Context: an optimization exercise on an open-source flow, tuned for small area, a short achievable clock period and few clock cycles. The choices shown serve that exercise and are no tape-out recipe.
Function was not checked in any run shown here: the RTL went through the layout flow alone.
Power is estimated from default activity; no workload was simulated.

$ cat design/flow/design.v
package b58enc_pkg;
    localparam int MAX_BYTES_DEF   = 32;
    localparam int DIGIT_SLOTS_DEF = 45;
    localparam int OUT_LIMIT       = 45;
    localparam int RADIX   = 58;
    localparam int BYTE_W  = 8;
    localparam int DIGIT_W = 6;
    localparam int CHAR_W  = 7;
    localparam int CARRY_W = 9;
    localparam int SUM_W   = 14;
    localparam int LEFT_W  = $clog2(OUT_LIMIT + 1);
    localparam int RECIP_SHIFT = 20;
    localparam int RECIP_MUL   = (1 << RECIP_SHIFT) / RADIX;
    localparam int RECIP_W     = 15;
    localparam logic [RADIX*8-1:0] ALPHABET =
        "123456789ABCDEFGHJKLMNPQRSTUVWXYZabcdefghijkmnopqrstuvwxyz";
    localparam logic [CHAR_W-1:0] ONE_CHAR = 7'h31;
    function automatic logic [CHAR_W-1:0] b58_char(input logic [DIGIT_W-1:0] d);
        logic [DIGIT_W-1:0] k;
        logic [7:0]         c;
        k = (d >= DIGIT_W'(RADIX)) ? d - DIGIT_W'(RADIX) : d;
        c = ALPHABET[(RADIX - 1 - k) * 8 +: 8];
        b58_char = c[CHAR_W-1:0];
    endfunction
    function automatic logic dbl_carry(input logic [DIGIT_W-1:0] d);
        dbl_carry = d[5] | (d[4] & d[3] & d[2] & (d[1] | d[0]));
    endfunction
    function automatic logic [DIGIT_W-1:0] dbl_digit(input logic [DIGIT_W-1:0] d, input logic g,
                                                     input logic c);
        logic t;
        t = d[1] | d[0];
        dbl_digit = {d[4] ^ (g & d[3] & d[2] & t),
                     d[3] ^ (g & d[2] & t),
                     d[2] ^ (g & t),
                     d[1] ^ (g & !d[0]),
                     d[0] ^ g,
                     c};
    endfunction
endpackage
module base58_encoder_unit #(
    parameter int MAX_BYTES   = b58enc_pkg::MAX_BYTES_DEF,
    parameter int DIGIT_SLOTS = b58enc_pkg::DIGIT_SLOTS_DEF,
    parameter int STEP_BITS   = 4
) (
    input  logic                          i_clk,
    input  logic                          i_rst_n,
    input  logic                          i_in_valid,
    output logic                          o_in_ready,
    input  logic [b58enc_pkg::BYTE_W-1:0] i_in_data_byte,
    input  logic                          i_in_last_byte,
    output logic                          o_out_valid,
    input  logic                          i_out_ready,
    output logic [b58enc_pkg::CHAR_W-1:0] o_out_char,
    output logic                          o_out_last_char,
    output logic                          o_out_overflow
);
    localparam int ND  = 44;                     
    localparam int DW  = b58enc_pkg::DIGIT_W;
    localparam int CW  = b58enc_pkg::CHAR_W;
    localparam int BYW = b58enc_pkg::BYTE_W;
    localparam int BW  = $clog2(MAX_BYTES + 1);
    localparam int NCH = BYW / STEP_BITS;
    localparam int NW  = $clog2(NCH + 1);
    localparam int FW  = CW + 2;                 
    localparam int PW  = $clog2(ND + 1);
    typedef enum logic [1:0] {
        O_IDLE, O_ONES, O_DIG, O_FLUSH
    } t_ostate;
    logic [DW-1:0]     r_dig [ND];
    logic [DW-1:0]     n_dig [ND];
    logic [DW-1:0]     stp   [STEP_BITS+1][ND];
    logic              gc    [STEP_BITS][ND];
    logic [ND-1:0]     r_msk, n_msk;             
    logic [ND-1:0]     nz;
    logic [BYW-1:0]    r_nxt, n_nxt;
    logic              r_nxt_v, n_nxt_v;
    logic              r_nxt_last, n_nxt_last;
    logic [BYW-1:0]    r_sh, n_sh;
    logic [NW-1:0]     r_nb, n_nb;
    logic [BW-1:0]     r_zp, n_zp;
    logic [BW-1:0]     r_bytes, n_bytes;
    logic              r_inzp, n_inzp;
    logic              r_ovf, n_ovf;
    logic              r_done, n_done;
    t_ostate           r_os, n_os;
    logic [BW-1:0]     r_ozp, n_ozp;
    logic              r_oovf, n_oovf;
    logic              r_onum, n_onum;
    logic              r_ofound, n_ofound;
    logic [PW-1:0]     r_opos, n_opos;           
    logic              r_qv, n_qv;
    logic [BW-1:0]     r_qzp, n_qzp;
    logic              r_qovf, n_qovf;
    logic              r_qnum, n_qnum;
    logic [PW-1:0]     r_qpos, n_qpos;
    logic              r_v0, n_v0, r_v1, n_v1;
    logic [FW-1:0]     r_f0, n_f0, r_f1, n_f1;
    logic              sel_st, sel_sh, sel_hd;
    logic              stall, step, last_st, consume, hand, shift, push, pop, fin;
    logic [FW-1:0]     pdata;
    logic [DW-1:0]     top;
    assign o_in_ready      = !r_nxt_v;
    assign o_out_valid     = r_v0;
    assign o_out_char      = r_f0[FW-1 -: CW];
    assign o_out_last_char = r_f0[1];
    assign o_out_overflow  = r_f0[0];
    always_comb begin
        for (int i = 0; i < ND; i++) stp[0][i] = r_dig[i];
        for (int k = 0; k < STEP_BITS; k++) begin
            for (int i = 0; i < ND; i++) gc[k][i] = b58enc_pkg::dbl_carry(stp[k][i]);
            for (int i = 0; i < ND; i++) begin
                stp[k+1][i] = b58enc_pkg::dbl_digit(stp[k][i], gc[k][i],
                    (i == 0) ? r_sh[BYW-1-k] : gc[k][i-1]);
            end
        end
    end
    always_comb begin
        for (int i = 0; i < ND; i++) nz[i] = (r_dig[i] != '0);
        stall = r_msk[1];
        for (int i = 0; i + 2 < ND; i++) stall = stall | (nz[i] & !r_msk[i+1] & r_msk[i+2]);
        step    = (r_nb != '0) && !stall;
        last_st = (r_nb == '0) || ((r_nb == NW'(1)) && step);
        hand    = r_done && last_st && !r_qv;
        consume = r_nxt_v && (!r_done || hand) && last_st;
        top     = r_dig[ND-1];
        n_nxt      = r_nxt;
        n_nxt_v    = r_nxt_v;
        n_nxt_last = r_nxt_last;
        n_sh       = r_sh;
        n_nb       = r_nb;
        n_zp       = hand ? '0   : r_zp;
        n_bytes    = hand ? '0   : r_bytes;
        n_inzp     = hand ? 1'b1 : r_inzp;
        n_ovf      = hand ? 1'b0 : r_ovf;
        n_done     = hand ? 1'b0 : r_done;
        n_os       = r_os;
        n_ozp      = r_ozp;
        n_oovf     = r_oovf;
        n_onum     = r_onum;
        n_ofound   = r_ofound;
        n_opos     = r_opos;
        n_qv       = r_qv;
        n_qzp      = r_qzp;
        n_qovf     = r_qovf;
        n_qnum     = r_qnum;
        n_qpos     = r_qpos;
        n_msk      = r_msk;
        if (i_in_valid && !r_nxt_v) begin
            n_nxt      = i_in_data_byte;
            n_nxt_last = i_in_last_byte;
            n_nxt_v    = 1'b1;
        end
        if (step) begin
            n_nb = r_nb - NW'(1);
            n_sh = r_sh << STEP_BITS;
        end
        if (consume) begin
            n_nxt_v = 1'b0;
            if (n_bytes >= BW'(MAX_BYTES)) begin
                n_ovf = 1'b1;
            end else begin
                n_bytes = n_bytes + BW'(1);
                if (n_inzp && (r_nxt == '0)) begin
                    n_zp = n_zp + BW'(1);
                end else begin
                    n_inzp = 1'b0;
                    n_sh   = r_nxt;
                    n_nb   = NW'(NCH);
                end
            end
            if (r_nxt_last) n_done = 1'b1;
        end
        shift = 1'b0;
        push  = 1'b0;
        fin   = 1'b0;
        pdata = {b58enc_pkg::ONE_CHAR, 1'b0, r_oovf};
        unique case (r_os)
            O_IDLE: begin
            end
            O_ONES: begin
                if (r_onum && !r_ofound && (top == '0)) shift = 1'b1;
                if (!r_v1) begin
                    push     = 1'b1;
                    pdata[1] = !r_onum && (r_ozp == BW'(1));
                    n_ozp    = r_ozp - BW'(1);
                    if (r_ozp == BW'(1)) begin
                        if (r_onum) n_os = O_DIG;
                        else        fin  = 1'b1;
                    end
                end
            end
            O_DIG: begin
                if (!r_ofound && (top == '0)) begin
                    shift = 1'b1;
                end else if (!r_v1) begin
                    shift    = 1'b1;
                    push     = 1'b1;
                    pdata    = {b58enc_pkg::b58_char(top), r_opos == PW'(1), r_oovf};
                    n_ofound = 1'b1;
                    if (r_opos == PW'(1)) fin = 1'b1;
                end
            end
            O_FLUSH: begin
                shift = 1'b1;
                if (r_opos == PW'(1)) fin = 1'b1;
            end
            default: begin
                fin = 1'b1;
            end
        endcase
        if (shift) begin
            n_msk  = r_msk << 1;
            n_opos = r_opos - PW'(1);
        end
        if (fin) n_os = O_IDLE;
        if ((r_os == O_IDLE) || fin) begin
            if (r_qv) begin
                n_qv     = 1'b0;
                n_ozp    = r_qzp;
                n_oovf   = r_qovf;
                n_onum   = r_qnum;
                n_ofound = 1'b0;
                n_opos   = r_qpos;
                if (r_qzp != '0) n_os = O_ONES;
                else             n_os = O_DIG;
            end else if (hand) begin
                n_ozp    = r_zp;
                n_oovf   = r_ovf;
                n_onum   = !r_inzp;
                n_ofound = 1'b0;
                n_opos   = r_inzp ? PW'(0) : PW'(ND);
                if (r_zp != '0) n_os = O_ONES;
                else            n_os = O_DIG;
            end
        end else if (hand) begin
            n_qv   = 1'b1;
            n_qzp  = r_zp;
            n_qovf = r_ovf;
            n_qnum = !r_inzp;
            n_qpos = r_inzp ? PW'(0) : PW'(ND) - n_opos;
        end
        if (hand && !r_inzp) n_msk = '1;
        for (int i = 0; i < ND; i++) begin
            sel_st = !r_msk[i] && step;
            sel_sh = r_msk[i] && shift;
            sel_hd = !(sel_st || sel_sh);
            n_dig[i] = ({DW{sel_st}} & stp[STEP_BITS][i])
                     | ({DW{sel_sh}} & ((i == 0) ? DW'(0) : r_dig[i-1]))
                     | ({DW{sel_hd}} & r_dig[i]);
        end
        pop  = r_v0 && i_out_ready;
        n_v0 = r_v0;
        n_v1 = r_v1;
        n_f0 = r_f0;
        n_f1 = r_f1;
        if (pop) begin
            n_f0 = r_f1;
            n_v0 = r_v1;
            n_v1 = 1'b0;
        end
        if (push) begin
            if (!n_v0) begin
                n_f0 = pdata;
                n_v0 = 1'b1;
            end else begin
                n_f1 = pdata;
                n_v1 = 1'b1;
            end
        end
    end
    always_ff @(posedge i_clk) begin
        for (int i = 0; i < ND; i++) r_dig[i] <= n_dig[i];
        if (!i_rst_n) begin
            r_msk    <= '1;
            r_nxt_v  <= 1'b0;
            r_nb     <= '0;
            r_zp     <= '0;
            r_bytes  <= '0;
            r_inzp   <= 1'b1;
            r_ovf    <= 1'b0;
            r_done   <= 1'b0;
            r_os     <= O_FLUSH;
            r_opos   <= PW'(ND);
            r_qv     <= 1'b0;
            r_v0     <= 1'b0;
            r_v1     <= 1'b0;
        end else begin
            r_msk    <= n_msk;
            r_nxt_v  <= n_nxt_v;
            r_nb     <= n_nb;
            r_zp     <= n_zp;
            r_bytes  <= n_bytes;
            r_inzp   <= n_inzp;
            r_ovf    <= n_ovf;
            r_done   <= n_done;
            r_os     <= n_os;
            r_opos   <= n_opos;
            r_qv     <= n_qv;
            r_v0     <= n_v0;
            r_v1     <= n_v1;
        end
        r_nxt      <= n_nxt;
        r_nxt_last <= n_nxt_last;
        r_sh       <= n_sh;
        r_ozp      <= n_ozp;
        r_oovf     <= n_oovf;
        r_onum     <= n_onum;
        r_ofound   <= n_ofound;
        r_qzp      <= n_qzp;
        r_qovf     <= n_qovf;
        r_qnum     <= n_qnum;
        r_qpos     <= n_qpos;
        r_f0       <= n_f0;
        r_f1       <= n_f1;
    end
endmodule
$ cat design/flow/run.sh
#!/bin/bash
# synth_recipe.tcl (not shown) runs the flow's synth.tcl, then flattens the netlist and writes it again
# the make line also repeats each setting of config.mk as NAME=value (left out here)
make -C /OpenROAD-flow-scripts/flow DESIGN_CONFIG=/design/flow/config.mk WORK_HOME=/design/flow/orfs CLKGATE_MAP_FILE= SYNTH_SCRIPT=/design/flow/synth_recipe.tcl finish
$ cat design/flow/config.mk
export PLATFORM = sky130hd
export DESIGN_NAME = base58_encoder_unit
export DESIGN_NICKNAME = base58_encoder_unit
export VERILOG_FILES = /design/flow/design.v
export SDC_FILE = /design/flow/constraint.sdc
export NUM_CORES = 4
export LEC_CHECK = 0
export ABC_AREA = 1
export CAP_MARGIN = 20
export CORE_MARGIN = 2
export CORE_UTILIZATION = 40
export SLEW_MARGIN = 20
$ cat design/flow/constraint.sdc
create_clock -name core_clock -period 12.0 [get_ports {i_clk}]
set_input_delay 2.4000 -clock core_clock [delete_from_list [all_inputs] [get_ports {i_clk}]]
set_output_delay 2.4000 -clock core_clock [all_outputs]
set_load 0.01 [all_outputs]
==> impl_metrics.json, run 1 <==
{
  "yosysTopAreaCell": "dfxtp_1",
  "place_area_mm2": 0.0368,
  "seq_area_frac_synth_pct": 23.3,
  "ctsLongestPathBuffers": 3,
  "fmax_mhz": 234,
  "fin_area_mm2": 0.0384,
  "yosys_warnings": 5,
  "track_usage_pct": 19.6,
  "min_path_type": "reg -> reg",
  "setup_viol": 0,
  "cts_root_buf": "clkbuf_16",
  "skew_ps": 37.9,
  "ios": 24,
  "ys_ff_latch": 395,
  "post_cts_buffers": 0,
  "cts_resized": 0,
  "synthesis.nets": 6114,
  "tns_ps": 0,
  "start_util_pct": 40.2,
  "nNetsFinal": 6130,
  "utilization_pct": 43.6,
  "drive_gt1_share_pct": 4.32,
  "setup_ws_ps": 7730,
  "max-vdd-ir-drop_mv": 0.0874,
  "drt_wl_total_um": 90100,
  "synth_top_cells_by_count": "nand2_1, inv_1, nor2_1",
  "antenna_found_initial": 2,
  "diodes": 0,
  "die-area_mm2": 0.0907,
  "port_buffers": 23,
  "place_inst": 7045,
  "dr_total_vias": 35100,
  "synth_edf_count": 34,
  "fp.coreArea_mm2": 0.0880,
  "worstSetupPathType": "reg -> reg",
  "final_hold_viol_count": 0,
  "synth_top_cell_area_share_pct": 20.5,
  "slew_headroom_pct": 36.6,
  "dp_hpwl_um": 71200,
  "status": "complete, no violations",
  "power.leakage_nw": 20.5,
  "place_ws_ps": 7310,
  "tightest_slew_ps": 951,
  "stdcell_count": 7133,
  "gp_congestion": 0.863,
  "die_x_um": 301,
  "drv_slew": 0,
  "die_h_um": 301,
  "syn_area_mm2": 0.0353,
  "synthTopCellsByArea": "dfxtp_1, nand2_1, inv_1, ha_1, nand3_1",
  "vias_per_cell": 4.92,
  "drt_iter0_drc": 2066,
  "grt_max_degree": 56,
  "fin_crit_sh_pct": 35.6,
  "postRouteAntennaNets": 0,
  "end_kind": "register",
  "rsz0062_at_grt": "false",
  "htreeDepth": 2,
  "async_flop_share_pct": 0,
  "synthFlopType": "dfxtp_1",
  "fin_crit_ps": 4270,
  "critPathArrivalTime_ps": 4770,
  "synth_area_per_cell_um2": 5.98,
  "dr.pass1.iters": 5,
  "yosysMostFrequentCell": "nand2_1",
  "cp_max_fo": 35,
  "area_growth_pct": 8.57,
  "max-cap-violations": 0,
  "power_density_mw_per_mm2": 94.0,
  "first_global_vias": 32800,
  "power_mw": 3.61,
  "syn-instance-count": 5913,
  "route.detailed.drc": 0,
  "cts_tree": "yes",
  "start_kind": "register",
  "gr-total-overflow": 0,
  "holdBufCountCts": 0,
  "numClockSinks": 395,
  "netlist-cell-type-count": 61,
  "avgRoutedWirePerCell_um": 12.6,
  "clk_latency_ps": 610,
  "clk_pin_slew_ps": 60,
  "grt_pass1_wl_um": 153000,
  "cts_made_buffers": 47,
  "crit_required_ps": 12490,
  "row_count": 109,
  "timing.hold.ws_ps": 435
}
[area by class of cell]
class | instances | area (µm²)
inverters | 1355 | 5090
flip-flops and latches | 395 | 8250
clock inverters | 22 | 279
clock buffers | 66 | 1310
multi-input cells | 4104 | 21700
fillers | 9555 | 49600
repair buffers | 26 | 253
well taps | 1165 | 1460
[metal layers]
metal / track usage [%] / wire length (µm) / vias to the layer above
li1: - / - / 18800
met1: 26.2 / 43800 / 15700
met2: 33.9 / 41800 / 533
met3: 1.71 / 2820 / 102
met4: 4.43 / 1600 / 0
met5: 0 / 0 / -
[cell usage in the layout (no fill, tap or decap), drive strengths merged, types with 30 or more instances in the layout]
cell type / n
o211ai: 98
xor2: 195
o21bai: 30
o21ai: 322
nand3: 433
o221ai: 81
xnor2: 39
nand4: 49
nand2: 1725
inv: 1354
clkbuf: 66
o22ai: 114
a21oi: 140
nor2: 503
dfxtp: 361
a31oi: 54
edfxtp: 34
ha: 188
[kinds of logic after synthesis]
kind of cell	share of synthesized area, %
muxes	0.184
and+or+nand+nor	32.6
buffers and inverters	15.2
AOI/OAI and AO/OA	16.0
DFF	23.3
xor gates and xnor gates	5.96
adders and majority gates	6.66
[worst paths after layout]
check / from / to / slack (ps) / depth (start not counted)
worst max-delay path: r_dig[32][1] / r_msk[18] / 7730 / 16
worst min-delay path: r_ovf / r_qovf / 430 / 0
worst max register to register: r_dig[32][1] / r_msk[18] / 7730 / 16
worst min register to register: r_ovf / r_qovf / 430 / 0
[report_power, final]
part	total, mW	internal [mW]	switching (mW)
combinational	0.644	0.232	0.411
sequential	1.46	1.39	0.0672
clock	1.50	0.892	0.608
[worst max-delay path: stages, from the launching register on]
cell,delay (ps)
dfxtp_1,350
nor2_1,190
inv_1,80
o21ai_0,730
nand2_1,100
nor2_1,130
nand2_1,110
nor2_1,240
nand4_1,190
nand2_1,140
nand3_1,600
inv_1,380
nand2_1,120
nand2_1,120
inv_2,160
buf_4,350
o211ai_1,150
[registers in the layout (all words and copies together) (netlist names), 2 cells and up]
signal	cells
r_dig	264
r_f1	9
r_os	2
r_zp	6
r_nb	2
r_nxt	8
r_msk	44
r_qzp	6
r_bytes	6
r_qpos	6
r_ozp	6
r_sh	8
r_opos	6
r_f0	9
==> inputs of run 2 (changes only) <==
--- a/design/flow/config.mk
+++ b/design/flow/config.mk
@@ -10,3 +10,4 @@
 export CORE_MARGIN = 2
 export CORE_UTILIZATION = 40
+export CTS_BUF_LIST = sky130_fd_sc_hd__clkbuf_4
 export SLEW_MARGIN = 20
==> run 2 against run 1 <==
Setup slack better by 10 ps. Sequential power about the same. Clock power down 17%. Critical path depth down 14. Global-route usage up 0.27 points. Largest power group is now registers. Maximum frequency up 0.24%. First-iteration DRC count down 6.6%. Cell area down 0.49%. Wire length up 1.2%. Clock-buffer cell count up 100. Still clean on timing, DRC and antenna. Die area unchanged.
==> impl_metrics.json, run 2 <==
{
  "status": "complete, no violations",
  "drt_iter0_drc": 1929,
  "largest_register": "r_dig",
  "fin_crit_ps": 4260,
  "fp.coreArea_mm2": 0.0880,
  "crit_path_top_delay_cell": "clkdlybuf4s50_1",
  "synth_top_cells_by_count": "nand2_1, inv_1, nor2_1",
  "dr_wl_met2_um": 42100,
  "postRouteAntennaNets": 0,
  "rsz0062_at_grt": "false",
  "clk_pin_slew_ps": 60,
  "drt_wl_total_um": 91200,
  "top_regs": "r_dig (264), r_msk (44)",
  "min_path_type": "reg -> reg",
  "post_cts_buffers": 0,
  "dr_total_vias": 35600,
  "syn_area_mm2": 0.0353,
  "ios": 24,
  "fillers": 9638,
  "dr.pass1.iters": 5,
  "power_density_mw_per_mm2": 87.9,
  "highest_layer": "met4",
  "nNetsFinal": 6196,
  "track_usage_pct": 19.8,
  "wirelength_met1_um": 44000,
  "die_x_um": 301,
  "holdBufCountCts": 0,
  "slew_headroom_pct": 35.8,
  "start_util_pct": 40.2,
  "max-vdd-ir-drop_mv": 0.0598,
  "seq_area_mm2": 0.00825,
  "yosys_warnings": 5,
  "crit_chain": "inv_1 > clkdlybuf4s50_1",
  "first_global_vias": 33500,
  "setup_ws_ps": 7740,
  "die-area_mm2": 0.0907,
  "cp_max_fo": 4,
  "multi_input_area_mm2": 0.0217,
  "end_kind": "primary output",
  "utilization_pct": 43.4,
  "yosysMostFrequentCell": "nand2_1",
  "power.leakage_nw": 20.6,
  "cts_resized": 0,
  "final_cell_mix": "nand2_1, inv_1, nor2_1, nand3_1, dfxtp_1",
  "place_ws_ps": 7310,
  "layout_commonest_cell": "nand2_1",
  "synthesis.nets": 6114,
  "ys_ff_latch": 395,
  "fin_crit_sh_pct": 35.5,
  "ff2ff_setup_slack_ps": 7750,
  "drive_gt1_share_pct": 5.94,
  "critPathTopFamily": "buffers and inverters",
  "wl_met3_um": 3140,
  "setup_viol": 0,
  "area_growth_pct": 8.04,
  "netlist-cell-type-count": 61,
  "synth_area_per_cell_um2": 5.98,
  "gp_congestion": 0.863,
  "port_buffers": 23,
  "gr-total-overflow": 0,
  "worstSetupPathType": "reg -> out",
  "antenna_found_initial": 4,
  "synth_top_cell_area_share_pct": 20.5,
  "cts_tree": "yes",
  "drv_slew": 0,
  "synthTopCellsByArea": "dfxtp_1, nand2_1, inv_1, ha_1, nand3_1",
  "synthFlopType": "dfxtp_1",
  "dp_hpwl_um": 71200,
  "htreeDepth": 3,
  "tightest_slew_ps": 963,
  "max_stage_delay_ps": 520,
  "clk_latency_ps": 940,
  "critPathArrivalTime_ps": 1860,
  "fmax_mhz": 235,
  "synth_edf_count": 34,
  "async_flop_share_pct": 0,
  "syn-instance-count": 5913,
  "die_h_um": 301,
  "ctsLongestPathBuffers": 3,
  "yosysTopAreaCell": "dfxtp_1",
  "place_area_mm2": 0.0368,
  "crit_required_ps": 9600,
  "seq_area_frac_synth_pct": 23.3,
  "largest_reg_flops": 264,
  "grt_max_degree": 56,
  "final_hold_viol_count": 0,
  "row_count": 109,
  "grt_pass1_wl_um": 154000,
  "fin_area_mm2": 0.0382,
  "vias_per_cell": 4.91,
  "tns_ps": 0,
  "cts_root_buf": "clkbuf_4",
  "path_buf_inv": 2,
  "max-cap-violations": 0,
  "cts_made_buffers": 113,
  "start_kind": "register",
  "numClockSinks": 395,
  "route.detailed.drc": 0,
  "avgRoutedWirePerCell_um": 12.6,
  "skew_ps": 70.9
}
==> run 2: cell counts after synthesis <==
No cell type changed its count.
==> run 2: power breakdown <==
group | switching, mW | internal (mW)
clock | 0.621 | 0.629
combinational | 0.412 | 0.233
sequential | 0.0675 | 1.39
==> run 2: final cells by class <==
type,count,area share (%)
Antenna cell,7,0.0459
Clock buffer,166,3.26
Clock inverter,31,0.357
Inverter,1355,13.3
Multi-Input combinational cell,4104,56.9
Sequential cell,395,21.6
Tap cell,1165,3.82
Timing Repair Buffer,26,0.662
==> run 2: per-stage QoR <==
stage	power [mW]	std cells	hold slack (ps)
after floorplan	1.98	5913	408
after global placement	2.12	7045	412
after detailed placement	2.13	7045	425
after CTS	3.40	7242	433
after global routing	3.57	7249	454
final	3.36	7249	440
==> run 2: per-layer routing <==
metal,track usage (%),up-vias
li1,-,19000
met1,25.9,15900
met2,34.2,587
met3,2.53,137
met4,5.45,0
met5,0,-
==> run 2: worst paths after layout <==
check                to  cells past startpoint          from
max reg2reg    r_msk[5]                     16  r_dig[32][1]
max          o_in_ready                      2       r_nxt_v
min reg2reg      r_qovf                      0         r_ovf
min              r_qovf                      0         r_ovf
==> run 2: logic make-up (layout without fill, tap and decap cells) <==
logic type / Yosys count / after routing / synth area share (%)
AO/OA/AOI/OAI: 908 / 908 / 16.0
XOR/XNOR: 234 / 234 / 5.96
adder cells (fa/ha/maj): 188 / 188 / 6.66
buffers and inverters: 1414 / 1578 / 15.2
flip-flops: 395 / 395 / 23.3
multiplexers: 6 / 6 / 0.184
other: 0 / 7 / 0
AND/OR/NAND/NOR: 2768 / 2768 / 32.6
==> inputs of run 3 (changes only) <==
--- a/design/flow/design.v
+++ b/design/flow/design.v
@@ -97,5 +97,6 @@
     logic [FW-1:0]     r_f0, n_f0, r_f1, n_f1;
     logic              sel_st, sel_sh, sel_hd;
-    logic              stall, step, last_st, consume, hand, shift, push, pop, fin;
+    logic              r_stall, n_stall, nzb2;
+    logic              step, last_st, consume, hand, shift, push, pop, fin;
     logic [FW-1:0]     pdata;
     logic [DW-1:0]     top;
@@ -117,7 +118,7 @@
     always_comb begin
         for (int i = 0; i < ND; i++) nz[i] = (r_dig[i] != '0);
-        stall = r_msk[1];
-        for (int i = 0; i + 2 < ND; i++) stall = stall | (nz[i] & !r_msk[i+1] & r_msk[i+2]);
-        step    = (r_nb != '0) && !stall;
+        nzb2 = 1'b0;
+        for (int i = 0; i + 2 < ND; i++) nzb2 = nzb2 | (nz[i] & !r_msk[i+1] & r_msk[i+2]);
+        step    = (r_nb != '0) && !r_stall;
         last_st = (r_nb == '0) || ((r_nb == NW'(1)) && step);
         hand    = r_done && last_st && !r_qv;
@@ -241,4 +242,5 @@
         end
         if (hand && !r_inzp) n_msk = '1;
+        n_stall = n_msk[1] || (n_msk[ND-1] && !shift && (step || nzb2));
         for (int i = 0; i < ND; i++) begin
             sel_st = !r_msk[i] && step;
@@ -273,4 +275,5 @@
         if (!i_rst_n) begin
             r_msk    <= '1;
+            r_stall  <= 1'b1;
             r_nxt_v  <= 1'b0;
             r_nb     <= '0;
@@ -287,4 +290,5 @@
         end else begin
             r_msk    <= n_msk;
+            r_stall  <= n_stall;
             r_nxt_v  <= n_nxt_v;
             r_nb     <= n_nb;
==> run 3 against run 2 <==
Clock-buffer cell count shrank 2. Critical path depth down 1. Maximum frequency down 1.8%. Register-to-register slack improved by 90 ps. Clock skew rose by 22 ps. Sequential power grew 3%. Critical path type unchanged. Global-route usage rose by 0.25 points.
==> impl_metrics.json, run 3 <==
{
  "nNetsFinal": 6039,
  "gp_congestion": 0.877,
  "power_density_mw_per_mm2": 93.7,
  "vias_per_cell": 4.95,
  "cp.depth": 1,
  "syn_area_mm2": 0.0353,
  "cts_made_buffers": 113,
  "crit_path_top_delay_cell": "clkdlybuf4s50_1",
  "place_ws_ps": 7400,
  "synthesis.nets": 5931,
  "ys_ff_latch": 396,
  "numClockSinks": 396,
  "hold_end": "r_qzp[1]",
  "area_growth_pct": 8.83,
  "cts_root_buf": "clkbuf_4",
  "final_cell_mix": "nand2_1, inv_1, nand3_1, nor2_1, dfxtp_1",
  "final_hold_viol_count": 0,
  "slew_headroom_pct": 22.4,
  "power.leakage_nw": 20.0,
  "ff2ff_setup_slack_ps": 7840,
  "avgRoutedWirePerCell_um": 13.0,
  "r2r-start": "r_dig[39][0]",
  "start_util_pct": 40.2,
  "die_h_um": 301,
  "rsz0062_at_grt": "false",
  "syn-instance-count": 5730,
  "drive_gt1_share_pct": 8.12,
  "ios": 24,
  "dr.pass1.iters": 6,
  "netlist-cell-type-count": 63,
  "antenna_found_initial": 1,
  "crit_required_ps": 9600,
  "min_path_cells": 0,
  "top_regs": "r_dig (264), r_msk (44)",
  "postRouteAntennaNets": 0,
  "port_buffers": 23,
  "synth_top_cell_area_share_pct": 20.5,
  "crit_chain": "clkdlybuf4s50_1",
  "worstSetupPathType": "reg -> out",
  "clk_latency_ps": 930,
  "clk_pin_slew_ps": 60,
  "yosys_warnings": 5,
  "hp-start": "r_zp[1]",
  "drt_iter0_drc": 2129,
  "post_cts_buffers": 0,
  "min_path_type": "reg -> reg",
  "synth_area_per_cell_um2": 6.17,
  "end_kind": "primary output",
  "tightest_slew_ps": 1150,
  "critPathTopFamily": "buffers and inverters",
  "grt_pass1_wl_um": 156000,
  "yosysTopAreaCell": "dfxtp_1",
  "yosysMostFrequentCell": "nand2_1",
  "row_count": 109,
  "utilization_pct": 43.7,
  "drv_slew": 0,
  "fin_crit_sh_pct": 36.1,
  "dp_hpwl_um": 71500,
  "path_buf_inv": 1,
  "first_global_vias": 33000,
  "start_kind": "register",
  "largest_reg_flops": 264,
  "critPathArrivalTime_ps": 1940,
  "place_area_mm2": 0.0369,
  "fin_crit_ps": 4340,
  "skew_ps": 93.0,
  "fmax_mhz": 231,
  "power_mw": 3.60,
  "setup_ws_ps": 7660,
  "grt_max_degree": 49,
  "reg2reg_to": "r_dig[39][2]",
  "die_x_um": 301,
  "max-cap-violations": 0,
  "synth_edf_count": 34,
  "cts_tree": "yes",
  "track_usage_pct": 20.1,
  "fp.coreArea_mm2": 0.0880,
  "max_stage_delay_ps": 580,
  "synth_top_cells_by_count": "nand2_1, inv_1, nand3_1",
  "htreeDepth": 3,
  "fillers": 9409,
  "setup_viol": 0,
  "seq_area_frac_synth_pct": 23.4,
  "holdBufCountCts": 0,
  "dr_total_vias": 35100,
  "cts_resized": 0,
  "synthFlopType": "dfxtp_1",
  "status": "complete, no violations",
  "rr_worst_depth": 25,
  "fin_area_mm2": 0.0385,
  "layout_commonest_cell": "nand2_1",
  "die-area_mm2": 0.0907,
  "route.detailed.drc": 0,
  "synthTopCellsByArea": "dfxtp_1, nand2_1, inv_1, ha_1, nand3_1",
  "gr-total-overflow": 0,
  "async_flop_share_pct": 0,
  "ctsLongestPathBuffers": 3,
  "largest_register": "r_dig",
  "max-vdd-ir-drop_mv": 0.0798,
  "drt_wl_total_um": 92300,
  "cp_max_fo": 7,
  "tns_ps": 0
}
run 3: changes by cell type in the layout (fill, tap and decap cells not counted), moves of 17 or more:
| cell | change |
|---|---|
| a21oi_2 | +17 |
| nand2_2 | +33 |
| o21ai_0 | -45 |
| o221ai_1 | +28 |
| nand3_2 | +17 |
| nor2_1 | -78 |
| nand2_1 | -113 |
| o311ai_0 | +35 |
| o211ai_1 | -24 |
| o21ai_1 | -28 |
| nor2_2 | +18 |
| xor2_1 | +28 |
| inv_1 | -68 |
run 3: worst max path at each step:
stage	from	to	slack, ps
after detailed placement	i_rst_n	r_msk[16]	7400
after global placement	i_rst_n	r_msk[15]	7470
after CTS	r_v0	o_out_valid	7560
after global routing	r_dig[6][1]	r_dig[6][2]	7350
after floorplan	r_dig[13][1]	r_dig[13][2]	8480
final	r_v0	o_out_valid	7660
run 3: area by class of cell:
cell class                      count  area (µm²)  share of cell area (%)
Antenna cell                        1        2.50                 0.00651
Clock buffer                      164        1230                    3.20
Clock inverter                     48         305                   0.794
Inverter                         1287        4830                    12.6
Multi-Input combinational cell   4004       22000                    57.3
Sequential cell                   396        8270                    21.5
Tap cell                         1165        1460                    3.79
Timing Repair Buffer               36         328                   0.853
run 3: kinds of logic (layout without fill, tap and decap cells):
family	after synthesis	count (layout)	share of synthesized area, %
AO/OA/AOI/OAI	891	891	16.8
XOR/XNOR	258	258	6.44
adder cells (fa/ha/maj)	188	188	6.66
buffers and inverters	1330	1535	14.3
flip-flops	396	396	23.4
multiplexers	3	3	0.0885
other	0	1	0
AND/OR/NAND/NOR	2664	2664	32.4
run 3: metrics by stage:
| step | std cells | hold WS (ps) |
|---|---|---|
| 2_1_floorplan | 5730 | 427 |
| 3_3_place_gp | 6888 | 433 |
| 3_5_place_dp | 6888 | 447 |
| 4_1_cts | 7100 | 464 |
| 5_1_grt | 7101 | 471 |
| 6_report | 7101 | 464 |
run 3: routing by layer:
layer	global-route usage [%]	wire length, µm
met2	33.1	41300
met5	0	0
met3	2.33	3670
met4	5.60	1700
met1	27.5	45600
run 3: power breakdown:
group	internal, mW	switching (mW)	total [mW]
logic	0.275	0.467	0.742
clock network	0.701	0.655	1.36
registers	1.42	0.0819	1.50
total	2.40	1.20	3.60
==> inputs of run 4 (changes only) <==
--- a/design/flow/design.v
+++ b/design/flow/design.v
@@ -98,4 +98,5 @@
     logic              sel_st, sel_sh, sel_hd;
     logic              r_stall, n_stall, nzb2;
+    logic              r_rst;                    
     logic              step, last_st, consume, hand, shift, push, pop, fin;
     logic [FW-1:0]     pdata;
@@ -261,5 +262,5 @@
             n_v1 = 1'b0;
         end
-        if (push) begin
+        if (push && !r_rst) begin
             if (!n_v0) begin
                 n_f0 = pdata;
@@ -273,8 +274,17 @@
     always_ff @(posedge i_clk) begin
         for (int i = 0; i < ND; i++) r_dig[i] <= n_dig[i];
+        r_rst <= !i_rst_n;
         if (!i_rst_n) begin
+            r_nxt_v  <= 1'b0;
+            r_v0     <= 1'b0;
+            r_v1     <= 1'b0;
+        end else begin
+            r_nxt_v  <= n_nxt_v;
+            r_v0     <= n_v0;
+            r_v1     <= n_v1;
+        end
+        if (r_rst) begin
             r_msk    <= '1;
             r_stall  <= 1'b1;
-            r_nxt_v  <= 1'b0;
             r_nb     <= '0;
             r_zp     <= '0;
@@ -286,10 +296,7 @@
             r_opos   <= PW'(ND);
             r_qv     <= 1'b0;
-            r_v0     <= 1'b0;
-            r_v1     <= 1'b0;
         end else begin
             r_msk    <= n_msk;
             r_stall  <= n_stall;
-            r_nxt_v  <= n_nxt_v;
             r_nb     <= n_nb;
             r_zp     <= n_zp;
@@ -301,6 +308,4 @@
             r_opos   <= n_opos;
             r_qv     <= n_qv;
-            r_v0     <= n_v0;
-            r_v1     <= n_v1;
         end
         r_nxt      <= n_nxt;
--- a/design/flow/config.mk
+++ b/design/flow/config.mk
@@ -10,4 +10,3 @@
 export CORE_MARGIN = 2
 export CORE_UTILIZATION = 40
-export CTS_BUF_LIST = sky130_fd_sc_hd__clkbuf_4
 export SLEW_MARGIN = 20
==> run 4 against run 3 <==
Critical path depth is 22 higher. Via count is 0.37% higher. Critical path type is now reg -> reg. First-iteration DRC count is 1.7% higher. Die area is 0.66% higher. Maximum frequency is 3.9% higher. Synthesized area is 0.66% higher. Non-clock buffer count is 8 lower. Cell count is 0.31% lower. Utilization is 0.21 points higher. Largest power group is now the clock network. Hold slack worse by 7.8 ps.
==> impl_metrics.json, run 4 <==
{
  "status": "complete, no violations",
  "final_hold_viol_count": 0,
  "hold_end": "r_qzp[0]",
  "avgRoutedWirePerCell_um": 13.1,
  "dr.pass1.iters": 5,
  "rsz0062_at_grt": "false",
  "reg2reg_to": "r_dig[36][2]",
  "clk_pin_slew_ps": 60,
  "path_buf_inv": 2,
  "cts_resized": 0,
  "fp.coreArea_mm2": 0.0882,
  "utilization_pct": 43.9,
  "yosys.area_share.simple_pct": 32.0,
  "crit_chain": "inv_1 > nand2_1 > nand3_2 > nand2_1 > ha_1 > nand3_1 > nand3_1 > o21ai_1 > ha_1 > nand3_1 > nand2_1 > nor2_1 > nand2_1 > nand2_1 > ha_1 > nand3_1 > nand2_1 > inv_1 > nand4_1 > nand2_2 > ha_1 > xor2_1 > o221ai_1",
  "p_clk_share_pct": 39.8,
  "synth_top_cells_by_count": "nand2_1, inv_1, nand3_1",
  "dp_hpwl_um": 73200,
  "vias_per_cell": 4.98,
  "skew_ps": 27.5,
  "area_growth_pct": 8.97,
  "synth_compound_area_share_pct": 17.3,
  "p_comb_share_pct": 20.6,
  "tightest_slew_ps": 994,
  "seqPwrFrac_pct": 39.6,
  "drive_gt1_share_pct": 5.07,
  "syn-instance-count": 5837,
  "async_flop_share_pct": 0,
  "synth_xor_area_share_pct": 6.45,
  "row_count": 109,
  "setup_viol": 0,
  "fillers": 9374,
  "synth_edf_count": 34,
  "max_stage_delay_ps": 340,
  "synthAdderAreaFrac_pct": 6.61,
  "min_path_type": "reg -> reg",
  "crit_path_frequent_cell": "nand2_1",
  "htreeDepth": 2,
  "track_usage_pct": 20.0,
  "r2r-start": "r_dig[36][0]",
  "syn_area_mm2": 0.0356,
  "largest_reg_flops": 264,
  "die_x_um": 302,
  "numClockSinks": 397,
  "cts_root_buf": "clkbuf_16",
  "tns_ps": 0,
  "port_buffers": 23,
  "drt_wl_total_um": 92800,
  "p_sw_mw": 1.20,
  "synthMuxAreaShare_pct": 0.0598,
  "critPathTopFamily": "simple AND/OR/NAND/NOR gates",
  "nNetsFinal": 6074,
  "cp_max_fo": 5,
  "slew_headroom_pct": 32.9,
  "drv_slew": 0,
  "route.detailed.drc": 0,
  "switching_share_pct": 31.2,
  "seq_area_frac_synth_pct": 23.3,
  "yosys_warnings": 5,
  "clk_latency_ps": 600,
  "place_ws_ps": 7730,
  "antenna_found_initial": 4,
  "die_h_um": 302,
  "die-area_mm2": 0.0913,
  "max-cap-violations": 0,
  "post_cts_buffers": 0,
  "final_cell_mix": "nand2_1, inv_1, nand3_1, dfxtp_1, nor2_1",
  "synthFlopType": "dfxtp_1",
  "synth_top_cell_area_share_pct": 20.4,
  "holdBufCountCts": 0,
  "gr-total-overflow": 0,
  "critPathArrivalTime_ps": 4640,
  "min_path_cells": 0,
  "gp_congestion": 0.864,
  "start_kind": "register",
  "crit_required_ps": 12460,
  "power.leakage_nw": 20.5,
  "netlist-cell-type-count": 63,
  "yosysMostFrequentCell": "nand2_1",
  "largest_register": "r_dig",
  "fmax_mhz": 240,
  "start_util_pct": 40.3,
  "ff2ff_setup_slack_ps": 7830,
  "synthTopCellsByArea": "dfxtp_1, nand2_1, inv_1, ha_1, nand3_1",
  "hp-start": "r_zp[0]",
  "drt_iter0_drc": 2165,
  "ctsLongestPathBuffers": 3,
  "end_kind": "register",
  "worstSetupPathType": "reg -> reg",
  "cts_made_buffers": 49,
  "power.internal_mw": 2.64,
  "setup_ws_ps": 7830,
  "fin_crit_ps": 4170,
  "grt_max_degree": 48,
  "synthesis.nets": 6038,
  "max-vdd-ir-drop_mv": 0.110,
  "crit_path_top_delay_cell": "ha_1",
  "postRouteAntennaNets": 0,
  "yosysTopAreaCell": "dfxtp_1",
  "cts_tree": "yes",
  "ios": 24,
  "ys_ff_latch": 397,
  "first_global_vias": 32900,
  "synth_area_per_cell_um2": 6.09,
  "top_regs": "r_dig (264), r_msk (44)",
  "rr_worst_depth": 23,
  "dr_total_vias": 35300,
  "fin_crit_sh_pct": 34.8,
  "layout_commonest_cell": "nand2_1",
  "grt_pass1_wl_um": 156000,
  "power_density_mw_per_mm2": 98.9,
  "synth_top_family_by_area": "simple AND/OR/NAND/NOR gates"
}
-- run 4: cell types whose count changed in the layout (fill, tap and decap cells not counted), sizes merged, moves of 14 or more --
cell    previous run  this run
a21boi            18        35
a21oi            144       169
clkbuf           164        76
clkinv            44         9
inv             1288      1308
nand2           1650      1743
nor2             443       396
o211ai            74        99
o21ai            257       272
o221ai           109        95
-- run 4: cell families (layout without fill, tap and decap cells) --
group | count (synthesis) | count (layout)
simple gates | 2698 | 2698
buf+inv | 1350 | 1426
compound gates | 944 | 944
flops | 397 | 397
xor+xnor | 258 | 258
fa+ha+maj | 188 | 188
mux | 2 | 2
other cells | 0 | 1
-- run 4: how the worst max path moves through the flow --
stage               slack [ps]            to          from  cells after the start
floorplan                 8320       r_f0[8]   i_out_ready                      9
global route              7350  r_dig[24][2]  r_dig[24][1]                     26
global placement          7710       r_f0[2]   i_out_ready                      9
detailed placement        7730       r_f0[8]   i_out_ready                      8
CTS                       7830  r_dig[36][2]  r_dig[36][0]                     23
finish                    7830  r_dig[36][2]  r_dig[36][0]                     23
-- run 4: final cells by class --
| type | instances | area, µm² | area share, % |
|---|---|---|---|
| timing repair buffer | 28 | 268 | 0.691 |
| multi-input combinational | 4090 | 22200 | 57.2 |
| inverter | 1307 | 4910 | 12.7 |
| clock inverter | 15 | 134 | 0.345 |
| clock buffer | 76 | 1520 | 3.92 |
| antenna | 1 | 2.50 | 0.00646 |
| tap | 1165 | 1460 | 3.76 |
| sequential | 397 | 8290 | 21.4 |
-- run 4: metal layers --
layer | vias up | wire [µm] | GRT usage, %
met2 | 516 | 42100 | 34.1
met4 | 0 | 1310 | 3.62
met1 | 15800 | 46100 | 27.6
li1 | 18800 | - | -
met3 | 93 | 3320 | 1.76
met5 | - | 0 | 0
-- run 4: metrics by stage --
stage          hold slack (ps)  power (mW)  area [µm²]  instances
2_1_floorplan              427        2.12       35600       5837
3_3_place_gp               440        2.32       37100       6987
3_5_place_dp               443        2.33       37100       6987
4_1_cts                    456        3.87       38800       7078
5_1_grt                    476        4.05       38800       7078
6_report                   456        3.83       38800       7079
-- run 4: power groups by stage --
stage / combinational [mW] / sequential, mW / clock [mW]
floorplan: 0.590 / 1.53 / 0
finish: 0.789 / 1.52 / 1.53
global placement: 0.780 / 1.54 / 0
detailed placement: 0.784 / 1.55 / 0
CTS: 0.791 / 1.52 / 1.56
global route: 0.903 / 1.53 / 1.61
==> inputs of run 5 (changes only) <==
==> design/flow/flow/run.sh (new file) <==
#!/bin/bash
# standard layout, except that synthesis maps the logic with the ABC script in
# flow/abc_area.script (more restructuring before an area-oriented mapping);
# everything else, including the synthesis passes before ABC, is ORFS's own
set -euo pipefail
WORK=$(pwd)
rm -rf "$WORK/scripts_abc"
cp -r "$FLOW_HOME/scripts" "$WORK/scripts_abc"
cp "$WORK/flow/abc_area.script" "$WORK/scripts_abc/abc_area.script"
bash standard.sh SCRIPTS_DIR="$WORK/scripts_abc" synth > "$WORK/synth.log" 2>&1
bash standard.sh > "$WORK/layout.log" 2>&1
==> design/flow/flow/abc_area.script (new file) <==
strash
dc2
balance
rewrite
refactor
balance
rewrite
rewrite -z
balance
refactor -z
rewrite -z
balance
dch -f
map -a -B 0.9
topo
stime -c
buffer -c
upsize -c
dnsize -c
==> design/flow/standard.sh (new file) <==
#!/bin/bash
# synth_recipe.tcl (not shown) runs the flow's synth.tcl, then flattens the netlist and writes it again
# the make line also repeats each setting of config.mk as NAME=value (left out here)
make -C /OpenROAD-flow-scripts/flow DESIGN_CONFIG=/design/flow/config.mk WORK_HOME=/design/flow/orfs CLKGATE_MAP_FILE= SYNTH_SCRIPT=/design/flow/synth_recipe.tcl "${@:-finish}"
--- a/design/flow/config.mk
+++ b/design/flow/config.mk
@@ -10,3 +10,4 @@
 export CORE_MARGIN = 2
 export CORE_UTILIZATION = 40
+export CTS_BUF_LIST = sky130_fd_sc_hd__clkbuf_4
 export SLEW_MARGIN = 20
removed: design/flow/run.sh
==> run 5 against run 4 <==
Utilization grew 0.35 points. Critical endpoint is now r_dig[1][2]. Maximum frequency shrank 8.6%. Non-clock buffer count grew 2. Largest cell class unchanged.
==> impl_metrics.json, run 5 <==
{
  "status": "complete, no violations",
  "drv_slew": 0,
  "largest_reg_flops": 264,
  "holdBufCountCts": 0,
  "fp.coreArea_mm2": 0.0761,
  "grt_max_degree": 46,
  "port_buffers": 23,
  "die-area_mm2": 0.0793,
  "drive_gt1_share_pct": 7.58,
  "drt_iter0_drc": 1824,
  "rsz0062_at_grt": "false",
  "skew_ps": 111,
  "syn_area_mm2": 0.0308,
  "numClockSinks": 397,
  "worstSetupPathType": "reg -> reg",
  "synth_edf_count": 34,
  "synth_area_per_cell_um2": 6.67,
  "path_buf_inv": 6,
  "max-vdd-ir-drop_mv": 0.0489,
  "htreeDepth": 3,
  "cts_tree": "yes",
  "top_regs": "r_dig (264), r_msk (44)",
  "yosysTopAreaCell": "dfxtp_1",
  "tightest_slew_ps": 911,
  "row_count": 101,
  "cts_made_buffers": 112,
  "ys_ff_latch": 397,
  "setup_viol": 0,
  "antenna_found_initial": 2,
  "fin_crit_sh_pct": 38.0,
  "ctsLongestPathBuffers": 3,
  "seq_area_mm2": 0.00829,
  "crit_path_frequent_cell": "nand2_1",
  "start_util_pct": 40.5,
  "min_path_type": "reg -> reg",
  "nNetsFinal": 4937,
  "postRouteAntennaNets": 0,
  "netlist-cell-type-count": 65,
  "synth_top_cell_area_share_pct": 23.6,
  "vias_per_cell": 5.14,
  "layout_commonest_cell": "nand2_1",
  "tns_ps": 0,
  "seq_area_frac_synth_pct": 26.9,
  "die_h_um": 282,
  "slew_headroom_pct": 39.1,
  "start_kind": "register",
  "crit_path_top_delay_cell": "or3_1",
  "cp_max_fo": 4,
  "max-cap-violations": 0,
  "synthFlopType": "dfxtp_1",
  "gp_congestion": 0.867,
  "power_density_mw_per_mm2": 103,
  "area_growth_pct": 9.24,
  "multi_input_area_mm2": 0.0195,
  "synthesis.nets": 4822,
  "largest_register": "r_dig",
  "gr-total-overflow": 0,
  "crit_required_ps": 12820,
  "yosys_warnings": 5,
  "final_cell_mix": "nand2_1, inv_1, nor2_1, dfxtp_1, xor2_1",
  "grt_pass1_wl_um": 135000,
  "synth_top_cells_by_count": "nand2_1, inv_1, nor2_1",
  "critPathArrivalTime_ps": 5390,
  "critPathTopFamily": "simple AND/OR/NAND/NOR gates",
  "fin_crit_ps": 4560,
  "first_global_vias": 28200,
  "track_usage_pct": 20.1,
  "synthTopCellsByArea": "dfxtp_1, nand2_1, inv_1, nor2_1, ha_1",
  "cts_resized": 0,
  "cts_root_buf": "clkbuf_4",
  "fin_area_mm2": 0.0337,
  "syn-instance-count": 4621,
  "final_hold_viol_count": 0,
  "die_x_um": 282,
  "drt_wl_total_um": 80000,
  "post_cts_buffers": 0,
  "yosysMostFrequentCell": "nand2_1",
  "end_kind": "register",
  "clk_pin_slew_ps": 70,
  "avgRoutedWirePerCell_um": 13.7,
  "clk_latency_ps": 950,
  "power_mw": 3.48,
  "place_area_mm2": 0.0323,
  "dr_total_vias": 30000,
  "power.leakage_nw": 14.5,
  "dp_hpwl_um": 62400,
  "fmax_mhz": 219,
  "fillers": 8061,
  "route.detailed.drc": 0,
  "max_stage_delay_ps": 400,
  "async_flop_share_pct": 0,
  "ios": 24,
  "dr.pass1.iters": 6
}
-- run 5: kinds of logic (layout without fill, tap and decap cells) --
group	Yosys count	in the layout	synth area share, %
and+or+nand+nor	2149	2149	29.8
DFF	397	397	26.9
other	0	1	0
xor gates and xnor gates	293	293	8.42
AOI/OAI and AO/OA	762	762	17.0
buffers and inverters	826	1018	10.1
muxes	6	6	0.195
adders and majority gates	188	188	7.63
-- run 5: metrics by stage --
step	utilization (%)	setup WS, ps	std cells	hold slack [ps]
after floorplan	-	8030	4621	408
after global placement	42.5	7570	5652	417
after detailed placement	42.5	7540	5652	416
after CTS	44.3	7500	5843	432
after global routing	44.3	6960	5844	451
final	44.3	7440	5844	431
-- run 5: metal layers --
layer  global-route usage, %  share of wire [%]  up-vias
met3                    2.62                4.1      108
met4                    5.96                2.0        2
met2                    32.7                 44      552
met5                       0              0.016        -
li1                        -                  -    15700
met1                    27.8                 49    13600
-- run 5: worst paths after layout --
kind                             startpoint  cells past startpoint  slack (ps)          end
worst min register to register      r_zp[0]                      0         430     r_qzp[0]
worst max register to register  r_dig[1][3]                     25        7440  r_dig[1][2]
worst min-delay path                r_zp[0]                      0         430     r_qzp[0]
worst max-delay path            r_dig[1][3]                     25        7440  r_dig[1][2]
-- run 5: worst reg2reg max path: cells and delay by family (launching register included) --
family                   cells  cell delay, ps
adder cells (fa/ha/maj)      4             940
buffers and inverters        6             500
AND/OR/NAND/NOR             11            1900
XOR/XNOR                     2             280
flip-flops                   1             360
AO/OA/AOI/OAI                2             450
-- run 5: final cells by class --
type	count	share of cell area (%)
Clock buffer	146	3.25
Clock inverter	45	0.817
Inverter	797	8.88
Timing Repair Buffer	30	0.840
Antenna cell	1	0.00743
Multi-Input combinational cell	3398	57.8
Sequential cell	397	24.6
Tap cell	1030	3.83
-- run 5: where the power goes --
part | internal, mW | switching, mW
sequential | 1.42 | 0.0740
clock | 0.600 | 0.628
combinational | 0.271 | 0.487
==> inputs of run 6 (changes only) <==
--- a/design/flow/design.v
+++ b/design/flow/design.v
@@ -98,5 +98,4 @@
     logic              sel_st, sel_sh, sel_hd;
     logic              r_stall, n_stall, nzb2;
-    logic              r_rst;                    
     logic              step, last_st, consume, hand, shift, push, pop, fin;
     logic [FW-1:0]     pdata;
@@ -262,5 +261,5 @@
             n_v1 = 1'b0;
         end
-        if (push && !r_rst) begin
+        if (push) begin
             if (!n_v0) begin
                 n_f0 = pdata;
@@ -274,17 +273,8 @@
     always_ff @(posedge i_clk) begin
         for (int i = 0; i < ND; i++) r_dig[i] <= n_dig[i];
-        r_rst <= !i_rst_n;
         if (!i_rst_n) begin
-            r_nxt_v  <= 1'b0;
-            r_v0     <= 1'b0;
-            r_v1     <= 1'b0;
-        end else begin
-            r_nxt_v  <= n_nxt_v;
-            r_v0     <= n_v0;
-            r_v1     <= n_v1;
-        end
-        if (r_rst) begin
             r_msk    <= '1;
             r_stall  <= 1'b1;
+            r_nxt_v  <= 1'b0;
             r_nb     <= '0;
             r_zp     <= '0;
@@ -296,7 +286,10 @@
             r_opos   <= PW'(ND);
             r_qv     <= 1'b0;
+            r_v0     <= 1'b0;
+            r_v1     <= 1'b0;
         end else begin
             r_msk    <= n_msk;
             r_stall  <= n_stall;
+            r_nxt_v  <= n_nxt_v;
             r_nb     <= n_nb;
             r_zp     <= n_zp;
@@ -308,4 +301,6 @@
             r_opos   <= n_opos;
             r_qv     <= n_qv;
+            r_v0     <= n_v0;
+            r_v1     <= n_v1;
         end
         r_nxt      <= n_nxt;
==> run 6 against run 5 <==
Cell count about the same. Setup slack better by 63 ps. Synthesized cell count down 0.30%.
==> impl_metrics.json, run 6 <==
{
  "dp_hpwl_um": 62600,
  "slew_headroom_pct": 33.2,
  "start_util_pct": 40.5,
  "row_count": 101,
  "yosysMostFrequentCell": "nand2_1",
  "dr_total_vias": 30100,
  "skew_ps": 88.5,
  "drt_iter0_drc": 1866,
  "yosysTopAreaCell": "dfxtp_1",
  "rr_worst_depth": 25,
  "utilization_pct": 44.3,
  "vias_per_cell": 5.15,
  "first_global_vias": 28700,
  "reg2reg_to": "r_dig[24][2]",
  "area_growth_pct": 9.31,
  "cp_max_fo": 6,
  "syn_area_mm2": 0.0309,
  "port_buffers": 23,
  "end_kind": "register",
  "fin_area_mm2": 0.0337,
  "final_cell_mix": "nand2_1, inv_1, nor2_1, dfxtp_1, nand3_1",
  "ys_ff_latch": 396,
  "async_flop_share_pct": 0,
  "postRouteAntennaNets": 0,
  "route.detailed.drc": 0,
  "largest_reg_flops": 264,
  "fin_crit_sh_pct": 37.5,
  "min_path_type": "reg -> reg",
  "yosys_warnings": 5,
  "die-area_mm2": 0.0794,
  "crit_required_ps": 12760,
  "synth_edf_count": 34,
  "final_hold_viol_count": 0,
  "track_usage_pct": 20.3,
  "max_stage_delay_ps": 410,
  "fp.coreArea_mm2": 0.0762,
  "ctsLongestPathBuffers": 3,
  "synth_top_cells_by_count": "nand2_1, inv_1, nor2_1",
  "ios": 24,
  "power_density_mw_per_mm2": 113,
  "dr.pass1.iters": 5,
  "holdBufCountCts": 0,
  "syn-instance-count": 4607,
  "cts_resized": 0,
  "seq_area_frac_synth_pct": 26.8,
  "numClockSinks": 396,
  "drt_wl_total_um": 80500,
  "cts_tree": "yes",
  "crit_path_top_delay_cell": "dfxtp_1",
  "clk_latency_ps": 930,
  "setup_viol": 0,
  "antenna_found_initial": 2,
  "fin_crit_ps": 4500,
  "max-cap-violations": 0,
  "r2r-start": "r_dig[24][3]",
  "nNetsFinal": 4920,
  "netlist-cell-type-count": 73,
  "critPathArrivalTime_ps": 5260,
  "grt_max_degree": 46,
  "layout_commonest_cell": "nand2_1",
  "worstSetupPathType": "reg -> reg",
  "synthFlopType": "dfxtp_1",
  "post_cts_buffers": 0,
  "clk_pin_slew_ps": 80,
  "drv_slew": 0,
  "synthTopCellsByArea": "dfxtp_1, nand2_1, inv_1, nor2_1, ha_1",
  "place_area_mm2": 0.0323,
  "tightest_slew_ps": 998,
  "synthesis.nets": 4808,
  "rsz0062_at_grt": "false",
  "die_h_um": 282,
  "drive_gt1_share_pct": 8.37,
  "synth_top_cell_area_share_pct": 23.5,
  "ff2ff_setup_slack_ps": 7500,
  "max-vdd-ir-drop_mv": 0.0581,
  "status": "complete, no violations",
  "fmax_mhz": 222,
  "htreeDepth": 3,
  "top_regs": "r_dig (264), r_msk (44)",
  "avgRoutedWirePerCell_um": 13.8,
  "crit_path_start": "r_dig[24][3]",
  "start_kind": "register",
  "gr-total-overflow": 0,
  "cts_made_buffers": 111,
  "endpoint": "r_dig[24][2]",
  "grt_pass1_wl_um": 137000,
  "largest_register": "r_dig",
  "tns_ps": 0,
  "synth_area_per_cell_um2": 6.70,
  "cts_root_buf": "clkbuf_4",
  "die_x_um": 282,
  "power.leakage_nw": 14.1,
  "gp_congestion": 0.875
}
run 6: metal layers:
layer / part of all wire (%) / vias to the layer above / wire (µm) / GRT usage [%]
li1: - / 15800 / - / -
met1: 50 / 13700 / 40100 / 27.7
met2: 44 / 525 / 35800 / 33.3
met3: 3.8 / 126 / 3080 / 3.18
met4: 1.9 / 0 / 1530 / 5.36
met5: 0 / - / 0 / 0
run 6: logic make-up (layout without fill, tap and decap cells):
group / count (synthesis) / in the layout / share of synthesized area, %
compound gates: 786 / 786 / 17.7
fa+ha+maj: 188 / 188 / 7.62
flops: 396 / 396 / 26.8
mux: 1 / 1 / 0.0324
xor+xnor: 276 / 276 / 7.88
simple gates: 2160 / 2160 / 30.3
buf+inv: 800 / 997 / 9.73
other cells: 0 / 5 / 0
run 6: how the worst min path moves through the flow:
stage	depth (start not counted)	end	startpoint	slack [ps]
after floorplan	0	r_f1[0]	r_oovf	430
after global placement	2	r_ofound	r_ofound	450
after detailed placement	0	r_f1[0]	r_oovf	440
after CTS	0	r_f1[0]	r_oovf	460
after global routing	0	r_f1[0]	r_oovf	470
final	0	r_f1[0]	r_oovf	450
run 6: cell type report:
class,instances,area (µm²)
clock inverter,39,193
fill,8045,42500
tap,1030,1290
timing repair buffer,31,290
sequential,396,8270
inverter,768,2880
clock buffer,159,1190
antenna,5,12.5
multi-input combinational,3411,19600
run 6: worst max-delay path, delay by kind of cell, from the launching register on:
kind,cells,cell delay [ps]
AO/OA/AOI/OAI,2,320
XOR/XNOR,2,440
adder cells (fa/ha/maj),4,950
buffers and inverters,5,490
flip-flops,1,410
AND/OR/NAND/NOR,12,1770
run 6: power by group:
| group | switching (mW) | internal (mW) | total, mW |
|---|---|---|---|
| clock | 0.623 | 0.614 | 1.24 |
| sequential | 0.104 | 1.46 | 1.56 |
| combinational | 0.654 | 0.370 | 1.02 |
run 6: through the flow:
step	total power [mW]	setup WS (ps)	hold WS, ps	cells
after floorplan	2.34	8040	427	4607
final	3.82	7500	454	5839
after global placement	2.60	6700	447	5636
after detailed placement	2.60	6620	441	5636
after global routing	4.09	6930	468	5839
after CTS	3.86	7490	458	5834
==> inputs of run 7 (changes only) <==
--- a/design/flow/design.v
+++ b/design/flow/design.v
@@ -97,6 +97,5 @@
     logic [FW-1:0]     r_f0, n_f0, r_f1, n_f1;
     logic              sel_st, sel_sh, sel_hd;
-    logic              r_stall, n_stall, nzb2;
-    logic              step, last_st, consume, hand, shift, push, pop, fin;
+    logic              stall, step, last_st, consume, hand, shift, push, pop, fin;
     logic [FW-1:0]     pdata;
     logic [DW-1:0]     top;
@@ -118,7 +117,7 @@
     always_comb begin
         for (int i = 0; i < ND; i++) nz[i] = (r_dig[i] != '0);
-        nzb2 = 1'b0;
-        for (int i = 0; i + 2 < ND; i++) nzb2 = nzb2 | (nz[i] & !r_msk[i+1] & r_msk[i+2]);
-        step    = (r_nb != '0) && !r_stall;
+        stall = r_msk[1];
+        for (int i = 0; i + 2 < ND; i++) stall = stall | (nz[i] & !r_msk[i+1] & r_msk[i+2]);
+        step    = (r_nb != '0) && !stall;
         last_st = (r_nb == '0) || ((r_nb == NW'(1)) && step);
         hand    = r_done && last_st && !r_qv;
@@ -242,5 +241,4 @@
         end
         if (hand && !r_inzp) n_msk = '1;
-        n_stall = n_msk[1] || (n_msk[ND-1] && !shift && (step || nzb2));
         for (int i = 0; i < ND; i++) begin
             sel_st = !r_msk[i] && step;
@@ -275,5 +273,4 @@
         if (!i_rst_n) begin
             r_msk    <= '1;
-            r_stall  <= 1'b1;
             r_nxt_v  <= 1'b0;
             r_nb     <= '0;
@@ -290,5 +287,4 @@
         end else begin
             r_msk    <= n_msk;
-            r_stall  <= n_stall;
             r_nxt_v  <= n_nxt_v;
             r_nb     <= n_nb;
==> run 7 against run 6 <==
Via count increased by 0.48%. Critical path depth is 4 lower. Clock skew up 9.2 ps. Still clean on timing, DRC and antenna. Largest cell class unchanged.
==> impl_metrics.json, run 7 <==
{
  "port_buffers": 23,
  "synth_xor_area_share_pct": 8.22,
  "hold_end": "r_qzp[0]",
  "first_global_vias": 28800,
  "synth_top_family_by_area": "simple AND/OR/NAND/NOR gates",
  "antenna_found_initial": 2,
  "crit_path_frequent_cell": "nand2_1",
  "rsz0062_at_grt": "false",
  "crit_chain": "nor2_1 > nand4_1 > nand3_1 > nand3_1 > nor3_1 > nor3b_1 > nand3_4 > inv_2 > nand2_1 > nand2_1 > nand2_1 > nor2_2 > inv_1 > nand2_1 > nand2_1 > nor2_1 > nand2_1 > nor3_1 > and2_1 > and3_1 > nor3_1",
  "holdBufCountCts": 0,
  "synth_top_cells_by_count": "nand2_1, nor2_1, inv_1",
  "ys_ff_latch": 395,
  "yosysTopAreaCell": "dfxtp_1",
  "gp_congestion": 0.852,
  "synthFlopType": "dfxtp_1",
  "die_h_um": 280,
  "cp_max_fo": 58,
  "postRouteAntennaNets": 0,
  "track_usage_pct": 20.4,
  "max-vdd-ir-drop_mv": 0.0562,
  "area_growth_pct": 9.33,
  "avgRoutedWirePerCell_um": 13.8,
  "clk_latency_ps": 920,
  "end_kind": "register",
  "tns_ps": 0,
  "syn-instance-count": 4619,
  "vias_per_cell": 5.21,
  "min_path_cells": 0,
  "cts_resized": 0,
  "synth_edf_count": 34,
  "setup_ws_ps": 6540,
  "r2r-start": "r_dig[13][1]",
  "fillers": 7920,
  "drt_iter0_drc": 1807,
  "numClockSinks": 395,
  "rr_worst_depth": 21,
  "netlist-cell-type-count": 57,
  "layout_commonest_cell": "nand2_1",
  "syn_area_mm2": 0.0305,
  "yosysMostFrequentCell": "nand2_1",
  "dr_total_vias": 30200,
  "reg2reg_to": "r_zp[5]",
  "fmax_mhz": 183,
  "hp-start": "r_zp[0]",
  "yosys_warnings": 5,
  "worstSetupPathType": "reg -> reg",
  "route.detailed.drc": 0,
  "min_path_type": "reg -> reg",
  "skew_ps": 97.7,
  "cts_root_buf": "clkbuf_4",
  "cts_made_buffers": 115,
  "grt_max_degree": 59,
  "synthAdderAreaFrac_pct": 7.82,
  "synth_compound_area_share_pct": 17.3,
  "setup_viol": 0,
  "row_count": 101,
  "slew_headroom_pct": 27.0,
  "largest_register": "r_dig",
  "status": "complete, no violations",
  "drv_slew": 0,
  "top_regs": "r_dig (264), r_msk (44)",
  "seq_area_frac_synth_pct": 27.1,
  "ios": 24,
  "ff2ff_setup_slack_ps": 6540,
  "final_cell_mix": "nand2_1, nor2_1, inv_1, dfxtp_1, nand3_1",
  "nNetsFinal": 4932,
  "cts_tree": "yes",
  "fin_crit_ps": 5460,
  "synth_area_per_cell_um2": 6.60,
  "async_flop_share_pct": 0,
  "power_density_mw_per_mm2": 104,
  "dp_hpwl_um": 62000,
  "drt_wl_total_um": 80200,
  "die-area_mm2": 0.0784,
  "largest_reg_flops": 264,
  "synthMuxAreaShare_pct": 0,
  "htreeDepth": 3,
  "dr.pass1.iters": 5,
  "fp.coreArea_mm2": 0.0757,
  "crit_required_ps": 12790,
  "gr-total-overflow": 0,
  "yosys.area_share.simple_pct": 29.5,
  "tightest_slew_ps": 1090,
  "max_stage_delay_ps": 780,
  "clk_pin_slew_ps": 70,
  "synthTopCellsByArea": "dfxtp_1, nand2_1, nor2_1, inv_1, ha_1",
  "grt_pass1_wl_um": 136000,
  "post_cts_buffers": 0,
  "synth_top_cell_area_share_pct": 23.7,
  "final_hold_viol_count": 0,
  "power.leakage_nw": 14.3,
  "critPathArrivalTime_ps": 6240,
  "crit_path_top_delay_cell": "nand3_4",
  "start_kind": "register",
  "synthesis.nets": 4820,
  "start_util_pct": 40.2,
  "ctsLongestPathBuffers": 3,
  "drive_gt1_share_pct": 7.18,
  "die_x_um": 280,
  "fin_crit_sh_pct": 45.5,
  "place_ws_ps": 6490,
  "max-cap-violations": 0
}
-- run 7: cell count changes after synthesis, moves of 10 or more --
cell	previous run	this run
nor2_1	654	712
o211ai_1	91	46
a22oi_1	43	79
nand2_1	954	919
o21ai_0	178	212
a31oi_1	9	29
a211o_1	23	4
nor2_2	53	34
o21ai_1	26	41
a21oi_1	125	137
nor3_1	59	47
or2_1	20	8
xnor2_1	58	70
o21a_1	17	7
-- run 7: layout make-up --
type	count	area, µm²	share of cell area (%)
tap	978	1220	3.67
timing repair buffer	25	245	0.736
clock inverter	31	156	0.470
sequential	395	8250	24.8
clock buffer	174	1310	3.92
antenna	2	5.00	0.0150
multi-input combinational	3408	19200	57.6
inverter	786	2950	8.87
-- run 7: metrics by stage --
stage          std cells  hold slack, ps  cell area [µm²]  power (mW)  utilization [%]
6_report            5799             417            33300        3.45             44.0
5_1_grt             5799             438            33300        3.67             44.0
4_1_cts             5797             413            33300        3.49             44.0
3_5_place_dp        5592             414            31800        2.18             42.1
3_3_place_gp        5592             414            31800        2.18             42.1
2_1_floorplan       4619             408            30500        2.01                -
-- run 7: worst max-delay path by stage --
stage / end / start / slack, ps / depth (start not counted)
after global routing: r_zp[5] / r_dig[13][1] / 5850 / 21
final: r_zp[5] / r_dig[13][1] / 6540 / 21
after floorplan: r_dig[28][2] / r_dig[28][2] / 8120 / 27
after global placement: r_zp[5] / r_dig[38][1] / 6650 / 21
after CTS: r_zp[5] / r_dig[13][1] / 6470 / 21
after detailed placement: r_zp[5] / r_dig[13][1] / 6490 / 21
-- run 7: cell families (layout without fill, tap and decap cells) --
logic type      Yosys count  count (layout)
compound gates          807             807
xor+xnor                285             285
fa+ha+maj               191             191
buf+inv                 816            1016
flops                   395             395
other cells               0               2
simple gates           2125            2125
-- run 7: layer usage --
metal / share of wire [%] / track usage [%] / up-vias
met5: 0 / 0 / -
met4: 1.6 / 5.18 / 0
met3: 4.2 / 2.81 / 115
met2: 46 / 34.6 / 572
met1: 48 / 27.1 / 13800
li1: - / - / 15800
-- run 7: power breakdown --
group | internal (mW) | switching (mW)
sequential | 1.41 | 0.0743
clock | 0.661 | 0.633
combinational | 0.242 | 0.430
total | 2.31 | 1.14
-- run 7: worst max-delay path, delay by kind of cell (launching register included) --
family        cells  cell delay, ps
simple gates     19            4170
buf+inv           2             790
flops             1             350

==> port drivers added, routing unchanged <==
Ports are ideal in the flow. The routed layouts listed here were re-timed in OpenROAD. Step 1: set_driving_cell puts a clkbuf_16 on i_clk and a buf_2 on each other input, an assumption about the parent block. Step 2, shift: input delay + t, output delay - t, t = (earliest + latest rising clock arrival at the registers) / 2. This alone moves slack from input paths to output paths. Three values: ideal, step 1, step 2; two values: the first two.
run | t, ns | slack for setup (ns) | clock arrival spread, ns | worst register clock-pin slew, ns | worst slew at a driven data input, ns
run 1 | 0.656 | 7.730 / 7.730 / 7.302 | 0.038 / 0.038 | 0.06 / 0.06 | 0.03
run 2 | 0.968 | 7.740 / 7.677 / 7.292 | 0.071 / 0.071 | 0.08 / 0.08 | 0.03
run 3 | 0.946 | 7.662 / 7.602 / 7.401 | 0.102 / 0.102 | 0.08 / 0.08 | 0.04
run 4 | 0.650 | 7.827 / 7.827 / 7.700 | 0.027 / 0.028 | 0.06 / 0.06 | 0.05
run 5 | 0.945 | 7.436 / 7.436 / 7.436 | 0.111 / 0.111 | 0.08 / 0.08 | 0.03
run 6 | 0.942 | 7.499 / 7.499 / 6.645 | 0.089 / 0.089 | 0.08 / 0.08 | 0.04
run 7 | 0.937 | 6.544 / 6.544 / 6.544 | 0.098 / 0.098 | 0.08 / 0.08 | 0.05
After both steps setup and hold are still met in every run listed. For run 6, which loses most, drivers alone change the setup slack by 0.000 ns; drivers and shift together by -0.854 ns.
